Background: an optimization exercise with open tools, aiming at small area, a short achievable clock period and few clock cycles per item. Do not read the settings as production practice. Function was checked by simulation only, so behaviour that the tests miss may differ from the original. Power and IR drop assume default switching activity.

==> inputs of run Z <==
// sorted_stream_merge_core
module sorted_stream_merge_core (
  input  logic        clk,
  input  logic        rst,
  input  logic        push_valid,
  output logic        push_ready,
  input  logic [33:0] push_data,
  output logic        merge_valid,
  input  logic        merge_ready,
  output logic [34:0] merge_data
);
==> flow/config.mk <==
export PLATFORM = sky130hd
export DESIGN_NAME = sorted_stream_merge_core
export DESIGN_NICKNAME = sorted_stream_merge_core
export VERILOG_FILES = /design/flow/design.v
export SDC_FILE = /design/flow/constraint.sdc
export NUM_CORES = 4
export LEC_CHECK = 0
export CAP_MARGIN = 20
export CORE_MARGIN = 2
export CORE_UTILIZATION = 40
export CTS_CLUSTER_DIAMETER = 60
export CTS_CLUSTER_SIZE = 20
export PLACE_DENSITY = 0.6
export SETUP_SLACK_MARGIN = 4.85
export SLEW_MARGIN = 20
export TNS_END_PERCENT = 2
==> flow/constraint.sdc <==
create_clock -name core_clock -period 8.0 [get_ports {clk}]
set_input_delay 1.6000 -clock core_clock [delete_from_list [all_inputs] [get_ports {clk}]]
set_output_delay 1.6000 -clock core_clock [all_outputs]
set_load 0.01 [all_outputs]
run.sh (not shown) runs the stock make flow with config.mk's settings and CLKGATE_MAP_FILE= SYNTH_SCRIPT=/design/flow/synth_recipe.tcl, a recipe that flattens the netlist after the stock synthesis.
==> run A: changes against run Z <==
--- a/flow/design.v
+++ b/flow/design.v
@@ -38,16 +38,16 @@
   logic          q_end  [NIN];
   logic          p_valid, p_list, p_end;
   logic [VW-1:0] p_val;
   logic          s_valid, s_list, s_end;
   logic [VW-1:0] s_val;
   assign {p_valid, p_list, p_val, p_end} = {q_v[0], q_list[0], q_val[0], q_end[0]};
   assign {s_valid, s_list, s_val, s_end} = {q_v[1], q_list[1], q_val[1], q_end[1]};
-  logic          r_valid, r2_valid;
-  logic [34:0]   r_data, r2_data;
+  logic          r_valid;
+  logic [34:0]   r_data;
   localparam int NSLOT = DEPTH - 1;
   logic [VW-1:0]    mem [NSLOT];
   logic [VW-1:0]    head;       
   logic [NSLOT-1:0] rn, wr;     
   logic [CNT_W-1:0] cnt;        
   logic [CNT_W-1:0] tot;        
   logic [CNT_W-1:0] owed;       
@@ -69,29 +69,29 @@
       for (i = 0; i < VW / 2; i = i + 1) begin
         if (i < ((VW / 2) >> l)) begin
           lt[i] = lt[2*i+1] | (~gt[2*i+1] & lt[2*i]);
           gt[i] = gt[2*i+1] | (~lt[2*i+1] & gt[2*i]);
         end
       end
     end
-    cmp2 = {lt[0], gt[0]};
+    cmp2 = {lt[0], ~lt[0] & ~gt[0]};
   endfunction
   logic rfree, have, full, space, busy, end_own, end_p, end_np, head_wins;
   logic p_vs;    
-  assign rfree     = !r2_valid;
+  assign rfree     = !r_valid || merge_ready;
   assign have      = (cnt != '0);
   assign full      = (cnt == CNT_W'(DEPTH));
   assign space     = (tot != CNT_W'(DEPTH));
   assign busy      = (owed != '0);
   assign end_own   = own ? end_b : end_a;
   assign end_p     = p_list ? end_b : end_a;
   assign end_np    = p_list ? end_a : end_b;
   assign p_vs      = p_valid && have && (own != p_list);
-  logic cr_lt, cr_gt, cr_ok;
-  assign head_wins = own ? cr_lt : !cr_gt;
+  logic cr_lt, cr_eq, cr_ok;
+  assign head_wins = cr_lt || (cr_eq && !own);
   logic          emit, e_src, e_last, e_ovf, e_held;
   logic          pop, owed_pop, live_pop, write, dbl, p_take, s_take;
   logic          set_end, clr_end, own_set, s_own, to_owed;
   logic [15:0] step [4];
   for (genvar g = 0; g < 4; g++) begin : g_step
     ssm_step u_step (
       .rfree     (g >= 2),
@@ -118,16 +118,14 @@
       .end_b     (end_b),
       .ctl       (step[g])
     );
   end
   assign {emit, e_held, e_src, e_last, e_ovf, owed_pop, live_pop, write, dbl, p_take, s_take,
           set_end, clr_end, own_set, s_own, to_owed} = step[{rfree, head_wins}];
   assign pop = owed_pop || live_pop;
-  logic [34:0] e_data;
-  assign e_data = {e_ovf ? VW'(0) : (e_held ? p_val : head), e_src, e_last, e_ovf};
   logic [CNT_W-1:0] tot_inc, tot_inc2, tot_dec, cnt_inc, cnt_inc2, cnt_dec, owed_dec;
   assign tot_inc  = tot + CNT_W'(1);
   assign tot_inc2 = tot + CNT_W'(2);
   assign tot_dec  = tot - CNT_W'(1);
   assign cnt_inc  = cnt + CNT_W'(1);
   assign cnt_inc2 = cnt + CNT_W'(2);
   assign cnt_dec  = cnt - CNT_W'(1);
@@ -192,15 +190,15 @@
     end
   end
   logic [1:0] k_hp, k_rp, k_hs, k_ps, k_sp, k_hd;
   assign k_hp = cmp2(head, p_val);       
   assign k_rp = cmp2(slot_rd, p_val);    
   assign k_hs = cmp2(head, s_val);       
   assign k_ps = cmp2(p_val, s_val);      
-  assign k_sp = {k_ps[0], k_ps[1]};     
+  assign k_sp = {!k_ps[1] && !k_ps[0], k_ps[0]};    
   assign k_hd = cmp2(head, push_data[32:1]);   
   logic h_slot, h_in0, n_hold, n_from_s, n_from_push;
   assign h_slot   = pop && (tot != CNT_W'(1));
   assign h_in0    = !h_slot && h_empty;
   assign n_hold   = !p_rm;
   assign n_from_s = p_rm && !s_rm && s_valid;
   assign n_from_push = p_rm && !(s_valid && !s_rm) && !(q_v[2] && (s_rm || !s_valid));
@@ -237,30 +235,28 @@
     end
   end
   always_ff @(posedge clk) begin
     if (rst) begin
       for (int k = 0; k < NIN; k++) q_v[k] <= 1'b0;
       cr_ok   <= 1'b0;
       r_valid <= 1'b0;
-      r2_valid <= 1'b0;
       rn      <= NSLOT'(1);
       wr      <= NSLOT'(1);
       cnt     <= '0;
       tot     <= '0;
       owed    <= '0;
       end_a   <= 1'b0;
       end_b   <= 1'b0;
     end else begin
       for (int k = 0; k < NIN; k++) q_v[k] <= n_v[k];
       cr_ok <= k_ok;
-      if (!r_valid || merge_ready) begin
-        r_valid  <= r2_valid || emit;
-        r2_valid <= 1'b0;
-      end else if (emit) begin
-        r2_valid <= 1'b1;
+      if (emit) begin
+        r_valid <= 1'b1;
+      end else if (merge_ready) begin
+        r_valid <= 1'b0;
       end
       if (pop && (tot != CNT_W'(1))) rn <= {rn[NSLOT-2:0], rn[NSLOT-1]};
       if (slot_app)                  wr <= {wr[NSLOT-2:0], wr[NSLOT-1]};
       if (dbl)                tot <= pop ? tot_inc : tot_inc2;
       else if (write && !pop) tot <= tot_inc;
       else if (pop && !write) tot <= tot_dec;
       if (to_owed) begin
@@ -287,20 +283,17 @@
   end
   always_ff @(posedge clk) begin
     for (int k = 0; k < NIN; k++) begin
       q_list[k] <= n_list[k];
       q_val[k]  <= n_val[k];
       q_end[k]  <= n_end[k];
     end
-    {cr_lt, cr_gt} <= k_next;
-    if (!r_valid || merge_ready) begin
-      r_data <= r2_valid ? r2_data : e_data;
-    end
-    if (!r2_valid) begin
-      r2_data <= e_data;
+    {cr_lt, cr_eq} <= k_next;
+    if (rfree) begin
+      r_data <= {e_ovf ? VW'(0) : (e_held ? p_val : head), e_src, e_last, e_ovf};
     end
     if (own_set) begin
       own <= p_list;
     end else if (s_own) begin
       own <= s_list;
     end
     if (to_owed) begin
--- a/flow/config.mk
+++ b/flow/config.mk
@@ -7,10 +7,10 @@
 export LEC_CHECK = 0
 export CAP_MARGIN = 20
 export CORE_MARGIN = 2
 export CORE_UTILIZATION = 40
 export CTS_CLUSTER_DIAMETER = 60
 export CTS_CLUSTER_SIZE = 20
 export PLACE_DENSITY = 0.6
-export SETUP_SLACK_MARGIN = 4.85
+export SETUP_SLACK_MARGIN = 5.0
 export SLEW_MARGIN = 20
-export TNS_END_PERCENT = 2
+export TNS_END_PERCENT = 10
==> run M: changes against run Z <==
--- a/flow/design.v
+++ b/flow/design.v
@@ -38,16 +38,16 @@
   logic          q_end  [NIN];
   logic          p_valid, p_list, p_end;
   logic [VW-1:0] p_val;
   logic          s_valid, s_list, s_end;
   logic [VW-1:0] s_val;
   assign {p_valid, p_list, p_val, p_end} = {q_v[0], q_list[0], q_val[0], q_end[0]};
   assign {s_valid, s_list, s_val, s_end} = {q_v[1], q_list[1], q_val[1], q_end[1]};
-  logic          r_valid, r2_valid;
-  logic [34:0]   r_data, r2_data;
+  logic          r_valid;
+  logic [34:0]   r_data;
   localparam int NSLOT = DEPTH - 1;
   logic [VW-1:0]    mem [NSLOT];
   logic [VW-1:0]    head;       
   logic [NSLOT-1:0] rn, wr;     
   logic [CNT_W-1:0] cnt;        
   logic [CNT_W-1:0] tot;        
   logic [CNT_W-1:0] owed;       
@@ -69,29 +69,29 @@
       for (i = 0; i < VW / 2; i = i + 1) begin
         if (i < ((VW / 2) >> l)) begin
           lt[i] = lt[2*i+1] | (~gt[2*i+1] & lt[2*i]);
           gt[i] = gt[2*i+1] | (~lt[2*i+1] & gt[2*i]);
         end
       end
     end
-    cmp2 = {lt[0], gt[0]};
+    cmp2 = {lt[0], ~lt[0] & ~gt[0]};
   endfunction
   logic rfree, have, full, space, busy, end_own, end_p, end_np, head_wins;
   logic p_vs;    
-  assign rfree     = !r2_valid;
+  assign rfree     = !r_valid || merge_ready;
   assign have      = (cnt != '0);
   assign full      = (cnt == CNT_W'(DEPTH));
   assign space     = (tot != CNT_W'(DEPTH));
   assign busy      = (owed != '0);
   assign end_own   = own ? end_b : end_a;
   assign end_p     = p_list ? end_b : end_a;
   assign end_np    = p_list ? end_a : end_b;
   assign p_vs      = p_valid && have && (own != p_list);
-  logic cr_lt, cr_gt, cr_ok;
-  assign head_wins = own ? cr_lt : !cr_gt;
+  logic cr_lt, cr_eq, cr_ok;
+  assign head_wins = cr_lt || (cr_eq && !own);
   logic          emit, e_src, e_last, e_ovf, e_held;
   logic          pop, owed_pop, live_pop, write, dbl, p_take, s_take;
   logic          set_end, clr_end, own_set, s_own, to_owed;
   logic [15:0] step [4];
   for (genvar g = 0; g < 4; g++) begin : g_step
     ssm_step u_step (
       .rfree     (g >= 2),
@@ -118,16 +118,14 @@
       .end_b     (end_b),
       .ctl       (step[g])
     );
   end
   assign {emit, e_held, e_src, e_last, e_ovf, owed_pop, live_pop, write, dbl, p_take, s_take,
           set_end, clr_end, own_set, s_own, to_owed} = step[{rfree, head_wins}];
   assign pop = owed_pop || live_pop;
-  logic [34:0] e_data;
-  assign e_data = {e_ovf ? VW'(0) : (e_held ? p_val : head), e_src, e_last, e_ovf};
   logic [CNT_W-1:0] tot_inc, tot_inc2, tot_dec, cnt_inc, cnt_inc2, cnt_dec, owed_dec;
   assign tot_inc  = tot + CNT_W'(1);
   assign tot_inc2 = tot + CNT_W'(2);
   assign tot_dec  = tot - CNT_W'(1);
   assign cnt_inc  = cnt + CNT_W'(1);
   assign cnt_inc2 = cnt + CNT_W'(2);
   assign cnt_dec  = cnt - CNT_W'(1);
@@ -192,15 +190,15 @@
     end
   end
   logic [1:0] k_hp, k_rp, k_hs, k_ps, k_sp, k_hd;
   assign k_hp = cmp2(head, p_val);       
   assign k_rp = cmp2(slot_rd, p_val);    
   assign k_hs = cmp2(head, s_val);       
   assign k_ps = cmp2(p_val, s_val);      
-  assign k_sp = {k_ps[0], k_ps[1]};     
+  assign k_sp = {!k_ps[1] && !k_ps[0], k_ps[0]};    
   assign k_hd = cmp2(head, push_data[32:1]);   
   logic h_slot, h_in0, n_hold, n_from_s, n_from_push;
   assign h_slot   = pop && (tot != CNT_W'(1));
   assign h_in0    = !h_slot && h_empty;
   assign n_hold   = !p_rm;
   assign n_from_s = p_rm && !s_rm && s_valid;
   assign n_from_push = p_rm && !(s_valid && !s_rm) && !(q_v[2] && (s_rm || !s_valid));
@@ -237,30 +235,28 @@
     end
   end
   always_ff @(posedge clk) begin
     if (rst) begin
       for (int k = 0; k < NIN; k++) q_v[k] <= 1'b0;
       cr_ok   <= 1'b0;
       r_valid <= 1'b0;
-      r2_valid <= 1'b0;
       rn      <= NSLOT'(1);
       wr      <= NSLOT'(1);
       cnt     <= '0;
       tot     <= '0;
       owed    <= '0;
       end_a   <= 1'b0;
       end_b   <= 1'b0;
     end else begin
       for (int k = 0; k < NIN; k++) q_v[k] <= n_v[k];
       cr_ok <= k_ok;
-      if (!r_valid || merge_ready) begin
-        r_valid  <= r2_valid || emit;
-        r2_valid <= 1'b0;
-      end else if (emit) begin
-        r2_valid <= 1'b1;
+      if (emit) begin
+        r_valid <= 1'b1;
+      end else if (merge_ready) begin
+        r_valid <= 1'b0;
       end
       if (pop && (tot != CNT_W'(1))) rn <= {rn[NSLOT-2:0], rn[NSLOT-1]};
       if (slot_app)                  wr <= {wr[NSLOT-2:0], wr[NSLOT-1]};
       if (dbl)                tot <= pop ? tot_inc : tot_inc2;
       else if (write && !pop) tot <= tot_inc;
       else if (pop && !write) tot <= tot_dec;
       if (to_owed) begin
@@ -287,20 +283,17 @@
   end
   always_ff @(posedge clk) begin
     for (int k = 0; k < NIN; k++) begin
       q_list[k] <= n_list[k];
       q_val[k]  <= n_val[k];
       q_end[k]  <= n_end[k];
     end
-    {cr_lt, cr_gt} <= k_next;
-    if (!r_valid || merge_ready) begin
-      r_data <= r2_valid ? r2_data : e_data;
-    end
-    if (!r2_valid) begin
-      r2_data <= e_data;
+    {cr_lt, cr_eq} <= k_next;
+    if (rfree) begin
+      r_data <= {e_ovf ? VW'(0) : (e_held ? p_val : head), e_src, e_last, e_ovf};
     end
     if (own_set) begin
       own <= p_list;
     end else if (s_own) begin
       own <= s_list;
     end
     if (to_owed) begin
--- a/flow/config.mk
+++ b/flow/config.mk
@@ -7,10 +7,9 @@
 export LEC_CHECK = 0
 export CAP_MARGIN = 20
 export CORE_MARGIN = 2
 export CORE_UTILIZATION = 40
 export CTS_CLUSTER_DIAMETER = 60
 export CTS_CLUSTER_SIZE = 20
 export PLACE_DENSITY = 0.6
-export SETUP_SLACK_MARGIN = 4.85
+export SETUP_SLACK_MARGIN = 5.0
 export SLEW_MARGIN = 20
-export TNS_END_PERCENT = 2
==> run summary <==
- Cell count: run A < run Z < run M.
- The lowest register-to-register slack belongs to run M, the highest to run Z.
- Maximum frequency, lowest first: run M, run A, run Z.
- Sequential share of layout area: run M is lower than run A (3.0 points).
- In run A the worst setup slack is lower than in run Z, by 96 ps.
- Against run M, the core utilization of run Z is lower by 3.5 points.
- In run A the non-clock buffer count is lower than in run M, by 35.
- The highest power belongs to run M, the lowest to run Z.
- Of run A and run M, run A has the higher clock skew (gap 22 ps).
- Design area, lowest first: run A, run Z, run M.
==> figures <==
item	run A	run M	run Z
Count of inserted antenna diode cells	3	1	2
Total internal power	9470 uW	10,400 uW	9290 uW
Final standard cell utilization of the core	0.477	0.504	0.469
Register-to-register setup slack	4640 ps	4570 ps	4740 ps
Non-clk buf share	0.0733	0.0925	0.0596
Die height	288 um	288 um	292 um
Kind of critical path	register to register	input pin to register	register to register
Setup repair bufs after CTS	71	89	38
Fraction of area in clock buffers and inverters	0.0431	0.0428	0.0458
Combinational group share of total power	0.432	0.485	0.393
Sequential cells	706	706	742
Run status	finished clean	finished clean	finished clean
Origin of the worst setup path	q_val[0][20]	merge_ready	owed[1]
Full die area	83,000 um^2	83,000 um^2	85,300 um^2
Layout cells sized above 1	0.184	0.252	0.176
Startpoint of the worst register-to-register path	q_val[0][20]	q_list[1]	owed[1]
Top power group	combinational cells	combinational cells	registers
Routability congestion estimate from global placement	0.887	0.903	0.895
Peak fanout along the critical path	6	5	8
Net switching power of the design	6130 uW	7130 uW	5690 uW
Proportion of cell area occupied by multi-input gates	0.298	0.311	0.294
Testbench counts of run Z, summed over its fixed seeds: cycles 5,128, items 4,231.
Testbench counts of run A, summed over its fixed seeds: cycles 5,128, items 4,231.
Testbench counts of run M, summed over its fixed seeds: cycles 5,128, items 4,231.

==> run R <==
==> flow/design.v <==
package ssm_pkg;
  localparam int QUEUE_DEPTH = 16;
  localparam int PTR_W       = $clog2(QUEUE_DEPTH);
  localparam int CNT_W       = $clog2(QUEUE_DEPTH + 1);
  localparam int VALUE_W     = 32;
  localparam logic LIST_A = 1'b0;
  localparam logic LIST_B = 1'b1;
  typedef struct packed {
    logic                      list_select;
    logic signed [VALUE_W-1:0] element_value;
    logic                      list_end;
  } ssm_in_t;
  typedef struct packed {
    logic signed [VALUE_W-1:0] merged_value;
    logic                      source_list;
    logic                      merge_last;
    logic                      overflow;
  } ssm_out_t;
endpackage
module sorted_stream_merge_core (
  input  logic        clk,
  input  logic        rst,
  input  logic        push_valid,
  output logic        push_ready,
  input  logic [33:0] push_data,
  output logic        merge_valid,
  input  logic        merge_ready,
  output logic [34:0] merge_data
);
  localparam int DEPTH = ssm_pkg::QUEUE_DEPTH;
  localparam int PTR_W = ssm_pkg::PTR_W;
  localparam int CNT_W = ssm_pkg::CNT_W;
  localparam int VW    = ssm_pkg::VALUE_W;
  logic          s_valid;
  logic [33:0]   s_data;
  logic          p_valid;
  logic          p_list;
  logic signed [VW-1:0] p_val;
  logic          p_end;
  logic          r_valid;
  logic [34:0]   r_data;
  logic signed [VW-1:0] mem [DEPTH];
  logic [PTR_W-1:0] rd, wr;
  logic [CNT_W-1:0] cnt;
  logic             own;
  logic             end_a, end_b;
  assign push_ready  = !s_valid;
  assign merge_valid = r_valid;
  assign merge_data  = r_data;
  logic          rfree;
  logic signed [VW-1:0] head;
  logic          have, full, end_own, end_oth, drain, end_p, end_np, head_wins;
  assign rfree     = !r_valid || merge_ready;
  assign head      = mem[rd];
  assign have      = (cnt != '0);
  assign full      = (cnt == CNT_W'(DEPTH));
  assign end_own   = own ? end_b : end_a;
  assign end_oth   = own ? end_a : end_b;
  assign drain     = have && end_oth;
  assign end_p     = p_list ? end_b : end_a;
  assign end_np    = p_list ? end_a : end_b;
  assign head_wins = own ? (head < p_val) : !(p_val < head);
  logic          emit, e_src, e_last, e_ovf;
  logic [VW-1:0] e_val;
  logic          pop, write, p_take, set_end, clr_end, own_set;
  always_comb begin
    emit    = 1'b0;
    e_val   = head;
    e_src   = own;
    e_last  = 1'b0;
    e_ovf   = 1'b0;
    pop     = 1'b0;
    write   = 1'b0;
    p_take  = 1'b0;
    set_end = 1'b0;
    clr_end = 1'b0;
    own_set = 1'b0;
    if (drain) begin
      if (rfree) begin
        emit    = 1'b1;
        pop     = 1'b1;
        e_last  = (cnt == CNT_W'(1)) && end_own;
        clr_end = e_last;
      end
    end else if (p_valid) begin
      if (!have) begin
        if (end_np) begin
          if (rfree) begin
            emit    = 1'b1;
            e_val   = p_val;
            e_src   = p_list;
            e_last  = end_p || p_end;
            clr_end = e_last;
            p_take  = 1'b1;
          end
        end else begin
          write   = 1'b1;
          own_set = 1'b1;
          set_end = p_end;
          p_take  = 1'b1;
        end
      end else if (own == p_list) begin
        if (full) begin
          if (rfree) begin
            emit   = 1'b1;
            e_val  = '0;
            e_src  = 1'b0;
            e_ovf  = 1'b1;
            p_take = 1'b1;
          end
        end else begin
          write   = 1'b1;
          set_end = p_end;
          p_take  = 1'b1;
        end
      end else begin
        if (rfree) begin
          emit = 1'b1;
          if (head_wins) begin
            pop = 1'b1;
            if ((cnt == CNT_W'(1)) && !end_own) begin
              write   = 1'b1;
              own_set = 1'b1;
              set_end = p_end;
              p_take  = 1'b1;
            end
          end else begin
            e_val   = p_val;
            e_src   = p_list;
            set_end = p_end;
            p_take  = 1'b1;
          end
        end
      end
    end
  end
  always_ff @(posedge clk) begin
    if (rst) begin
      s_valid <= 1'b0;
      p_valid <= 1'b0;
      r_valid <= 1'b0;
      rd      <= '0;
      wr      <= '0;
      cnt     <= '0;
      end_a   <= 1'b0;
      end_b   <= 1'b0;
    end else begin
      if (!p_valid || p_take) begin
        p_valid <= s_valid || push_valid;
        s_valid <= 1'b0;
      end else if (push_valid && !s_valid) begin
        s_valid <= 1'b1;
      end
      if (emit) begin
        r_valid <= 1'b1;
      end else if (merge_ready) begin
        r_valid <= 1'b0;
      end
      if (pop)   rd <= rd + PTR_W'(1);
      if (write) wr <= wr + PTR_W'(1);
      cnt <= cnt + CNT_W'(write) - CNT_W'(pop);
      if (clr_end) begin
        end_a <= 1'b0;
        end_b <= 1'b0;
      end else if (set_end) begin
        if (p_list) end_b <= 1'b1;
        else        end_a <= 1'b1;
      end
    end
  end
  always_ff @(posedge clk) begin
    if (!p_valid || p_take) begin
      if (s_valid) begin
        {p_list, p_val, p_end} <= s_data;
      end else begin
        {p_list, p_val, p_end} <= push_data;
      end
    end
    if (push_valid && !s_valid) begin
      s_data <= push_data;
    end
    if (emit) begin
      r_data <= {e_val, e_src, e_last, e_ovf};
    end
    if (own_set) begin
      own <= p_list;
    end
    if (write) begin
      mem[wr] <= p_val;
    end
  end
endmodule
==> flow/run.sh <==
#!/bin/bash
# synth_recipe.tcl (not shown) runs the flow's synth.tcl, then flattens the netlist and writes it again
# the make line also repeats each setting of config.mk as NAME=value (left out here)
make -C /OpenROAD-flow-scripts/flow DESIGN_CONFIG=/design/flow/config.mk WORK_HOME=/design/flow/orfs CLKGATE_MAP_FILE= SYNTH_SCRIPT=/design/flow/synth_recipe.tcl finish
==> flow/config.mk <==
export PLATFORM = sky130hd
export DESIGN_NAME = sorted_stream_merge_core
export DESIGN_NICKNAME = sorted_stream_merge_core
export VERILOG_FILES = /design/flow/design.v
export SDC_FILE = /design/flow/constraint.sdc
export NUM_CORES = 4
export LEC_CHECK = 0
export CAP_MARGIN = 20
export CORE_MARGIN = 2
export CORE_UTILIZATION = 40
export PLACE_DENSITY = 0.6
export SLEW_MARGIN = 20
==> flow/constraint.sdc <==
create_clock -name core_clock -period 8.0 [get_ports {clk}]
set_input_delay 1.6000 -clock core_clock [delete_from_list [all_inputs] [get_ports {clk}]]
set_output_delay 1.6000 -clock core_clock [all_outputs]
set_load 0.01 [all_outputs]
==> inputs of run E, as changes to run R <==
==> flow/design.v, changed modules only <==
module sorted_stream_merge_core (
  input  logic        clk,
  input  logic        rst,
  input  logic        push_valid,
  output logic        push_ready,
  input  logic [33:0] push_data,
  output logic        merge_valid,
  input  logic        merge_ready,
  output logic [34:0] merge_data
);
  localparam int DEPTH = ssm_pkg::QUEUE_DEPTH;
  localparam int PTR_W = ssm_pkg::PTR_W;
  localparam int CNT_W = ssm_pkg::CNT_W;
  localparam int VW    = ssm_pkg::VALUE_W;
  logic          s_valid;
  logic          s_list;
  logic [VW-1:0] s_val;
  logic          s_end;
  logic          p_valid;
  logic          p_list;
  logic [VW-1:0] p_val;
  logic          p_end;
  logic          r_valid;
  logic [34:0]   r_data;
  logic [VW-1:0]    mem [DEPTH];
  logic [VW-1:0]    head;       
  logic [PTR_W-1:0] rn, wr;     
  logic [CNT_W-1:0] cnt;        
  logic [CNT_W-1:0] tot;        
  logic [CNT_W-1:0] owed;       
  logic             owed_src;
  logic             owed_last;
  logic             own;
  logic             end_a, end_b;
  assign push_ready  = !s_valid;
  assign merge_valid = r_valid;
  assign merge_data  = r_data;
  function automatic logic slt(input logic [VW-1:0] x, input logic [VW-1:0] y);
    logic [VW-1:0] lt, eq;
    logic [VW-1:0] xu, yu;
    integer l, i;
    xu = {~x[VW-1], x[VW-2:0]};
    yu = {~y[VW-1], y[VW-2:0]};
    lt = ~xu & yu;
    eq = ~(xu ^ yu);
    for (l = 0; l < 5; l = l + 1) begin
      for (i = 0; i < VW / 2; i = i + 1) begin
        if (i < ((VW / 2) >> l)) begin
          lt[i] = lt[2*i+1] | (eq[2*i+1] & lt[2*i]);
          eq[i] = eq[2*i+1] & eq[2*i];
        end
      end
    end
    slt = lt[0];
  endfunction
  logic rfree, have, full, space, busy, end_own, end_p, end_np, head_wins;
  logic p_vs;    
  assign rfree     = !r_valid || merge_ready;
  assign have      = (cnt != '0);
  assign full      = (cnt == CNT_W'(DEPTH));
  assign space     = (tot != CNT_W'(DEPTH));
  assign busy      = (owed != '0);
  assign end_own   = own ? end_b : end_a;
  assign end_p     = p_list ? end_b : end_a;
  assign end_np    = p_list ? end_a : end_b;
  assign p_vs      = p_valid && have && (own != p_list);
  assign head_wins = own ? slt(head, p_val) : !slt(p_val, head);
  logic s_cand;
  assign s_cand = s_valid && (s_list == own) && !end_own && !full && space;
  logic          emit, e_src, e_last, e_ovf, e_held;
  logic          pop, owed_pop, live_pop, write, p_take, s_take;
  logic          set_end, clr_end, own_set, to_owed;
  always_comb begin
    emit     = 1'b0;
    e_held   = 1'b0;    
    e_src    = own;
    e_last   = 1'b0;
    e_ovf    = 1'b0;
    owed_pop = 1'b0;
    live_pop = 1'b0;
    write    = 1'b0;
    p_take   = 1'b0;
    s_take   = 1'b0;
    set_end  = 1'b0;
    clr_end  = 1'b0;
    own_set  = 1'b0;
    to_owed  = 1'b0;
    if (busy && rfree) begin
      emit     = 1'b1;
      owed_pop = 1'b1;
      e_src    = owed_src;
      e_last   = (owed == CNT_W'(1)) && owed_last;
    end
    if (p_valid) begin
      if (!have) begin
        if (end_np) begin
          if (!busy && rfree) begin
            emit    = 1'b1;
            e_held  = 1'b1;
            e_src   = p_list;
            e_last  = end_p || p_end;
            clr_end = e_last;
            p_take  = 1'b1;
          end
        end else if (space) begin
          write   = 1'b1;
          own_set = 1'b1;
          set_end = p_end;
          p_take  = 1'b1;
        end
      end else if (own == p_list) begin
        if (full) begin
          if (rfree) begin
            emit   = 1'b1;
            e_src  = 1'b0;
            e_ovf  = 1'b1;
            p_take = 1'b1;
          end
        end else if (space) begin
          write   = 1'b1;
          set_end = p_end;
          p_take  = 1'b1;
        end
      end else if (!busy && rfree) begin
        emit = 1'b1;
        if (head_wins) begin
          live_pop = 1'b1;
          if (s_cand) begin
            write  = 1'b1;
            s_take = 1'b1;
          end else if ((cnt == CNT_W'(1)) && !end_own) begin
            write   = 1'b1;
            own_set = 1'b1;
            set_end = p_end;
            p_take  = 1'b1;
          end
        end else begin
          e_held = 1'b1;
          e_src  = p_list;
          p_take = 1'b1;
          if (end_p || p_end) begin
            to_owed = 1'b1;
            clr_end = end_own;
            set_end = !end_own;
          end
        end
      end else if (s_cand) begin
        write  = 1'b1;
        s_take = 1'b1;
      end
    end
  end
  assign pop = owed_pop || live_pop;
  logic          w_from_s;
  logic [VW-1:0] wdata;
  assign w_from_s = p_vs && s_cand;
  assign wdata    = w_from_s ? s_val : p_val;
  always_ff @(posedge clk) begin
    if (rst) begin
      s_valid <= 1'b0;
      p_valid <= 1'b0;
      r_valid <= 1'b0;
      rn      <= PTR_W'(1);
      wr      <= '0;
      cnt     <= '0;
      tot     <= '0;
      owed    <= '0;
      end_a   <= 1'b0;
      end_b   <= 1'b0;
    end else begin
      if (!p_valid || p_take) begin
        p_valid <= s_valid || push_valid;
        s_valid <= 1'b0;
      end else if (s_take) begin
        s_valid <= 1'b0;
      end else if (push_valid && !s_valid) begin
        s_valid <= 1'b1;
      end
      if (emit) begin
        r_valid <= 1'b1;
      end else if (merge_ready) begin
        r_valid <= 1'b0;
      end
      if (pop)   rn <= rn + PTR_W'(1);
      if (write) wr <= wr + PTR_W'(1);
      tot <= tot + CNT_W'(write) - CNT_W'(pop);
      if (to_owed) begin
        owed <= cnt;
        cnt  <= '0;
      end else begin
        owed <= owed - CNT_W'(owed_pop);
        cnt  <= cnt + CNT_W'(write) - CNT_W'(live_pop);
      end
      if (clr_end) begin
        end_a <= 1'b0;
        end_b <= 1'b0;
      end else if (set_end) begin
        if (p_list) end_b <= 1'b1;
        else        end_a <= 1'b1;
      end else if (s_take && s_end) begin
        if (s_list) end_b <= 1'b1;
        else        end_a <= 1'b1;
      end
    end
  end
  always_ff @(posedge clk) begin
    if (!p_valid || p_take) begin
      if (s_valid) begin
        {p_list, p_val, p_end} <= {s_list, s_val, s_end};
      end else begin
        {p_list, p_val, p_end} <= push_data;
      end
    end
    if (push_valid && !s_valid) begin
      {s_list, s_val, s_end} <= push_data;
    end
    if (rfree) begin
      r_data <= {e_ovf ? VW'(0) : (e_held ? p_val : head), e_src, e_last, e_ovf};
    end
    if (own_set) begin
      own <= p_list;
    end
    if (to_owed) begin
      owed_src  <= own;
      owed_last <= end_own;
    end
    if (space) begin
      mem[wr] <= wdata;
    end
    if (pop) begin
      head <= (tot == CNT_W'(1)) ? wdata : mem[rn];
    end else if (tot == '0) begin
      head <= wdata;
    end
  end
endmodule
==> comparison table <==
Outcome: run E finished clean; run R finished clean
Comb pwr: run E 3390 µW; run R 1530 µW
Worst R2R Setup Slack: run E 3220 ps; run R 1580 ps
Global-route met2 utilization: run E 0.320; run R 0.284
First drt pass iteration count: run E 5; run R 7
CORE AREA: run E 71100 µm²; run R 64300 µm²
Top routing layer used: run E met4; run R met5
Maximum number of pins on one net before global-route repair: run E 69; run R 57
Mux share of post-synthesis cell area: run E 0.166; run R 0.156
Required time reported for the critical path endpoint: run E 8540 ps; run R 8450 ps
Wirelength, routed: run E 67900 µm; run R 61000 µm
Worst IR Drop VDD: run E 0.000250 V; run R 0.000170 V
Setup CP Type: run E in2reg; run R reg2reg
Post-Place Worst Slack: run E 2600 ps; run R 1570 ps
Crit path to: run E tot[4]; run R cnt[4]
Total met3 wirelength after detailed routing: run E 3570 µm; run R 4460 µm
Sequential cells: run E 682; run R 638
Synthesized-area fraction occupied by ao, oa, aoi and oai cells: run E 0.0325; run R 0.0350
Combinational share of power: run E 0.289; run R 0.176
Clk Latency, worst-skew pair: run E 620 ps; run R 600 ps
Testbench counts of run R, summed over its fixed seeds: cycles 5,696, items 4,231.
Testbench counts of run E, summed over its fixed seeds: cycles 5,444, items 4,231.

-- re-timing with driven ports --
The results above use ideal ports. As a check the final layouts listed here were re-extracted and re-timed, cells and wires unchanged. Step 1: set_driving_cell puts a clkbuf_16 on clk and a buf_2 on each other input, an assumption about the parent block. Step 2 times the ports against the registers' clock, not the clock port: input delays grow and output delays shrink by t, the midpoint of the rising clock arrivals with the driver on. a / b / c = no drivers / after step 1 / after step 2; a / b = the first two.
run	shift t [ns]	setup slack, ns	worst setup path after step 2	clock arrival spread, ns	worst register clock-pin slew, ns
run Z	0.700	4.740 / 4.740 / 4.098	input to register	0.042 / 0.042	0.09 / 0.09
run A	0.696	4.643 / 4.643 / 4.002	input to register	0.056 / 0.056	0.09 / 0.09
run M	0.710	4.559 / 4.575 / 3.882	input to register	0.036 / 0.035	0.09 / 0.09
run R	0.655	1.583 / 1.583 / 1.583	register to register	0.025 / 0.024	0.06 / 0.06
run E	0.673	3.189 / 3.221 / 2.556	input to register	0.023 / 0.023	0.07 / 0.07
After both steps every run listed still meets setup and hold. The setup slack of run M, which loses most, moves by +0.016 ns with the drivers and by -0.677 ns with both steps.
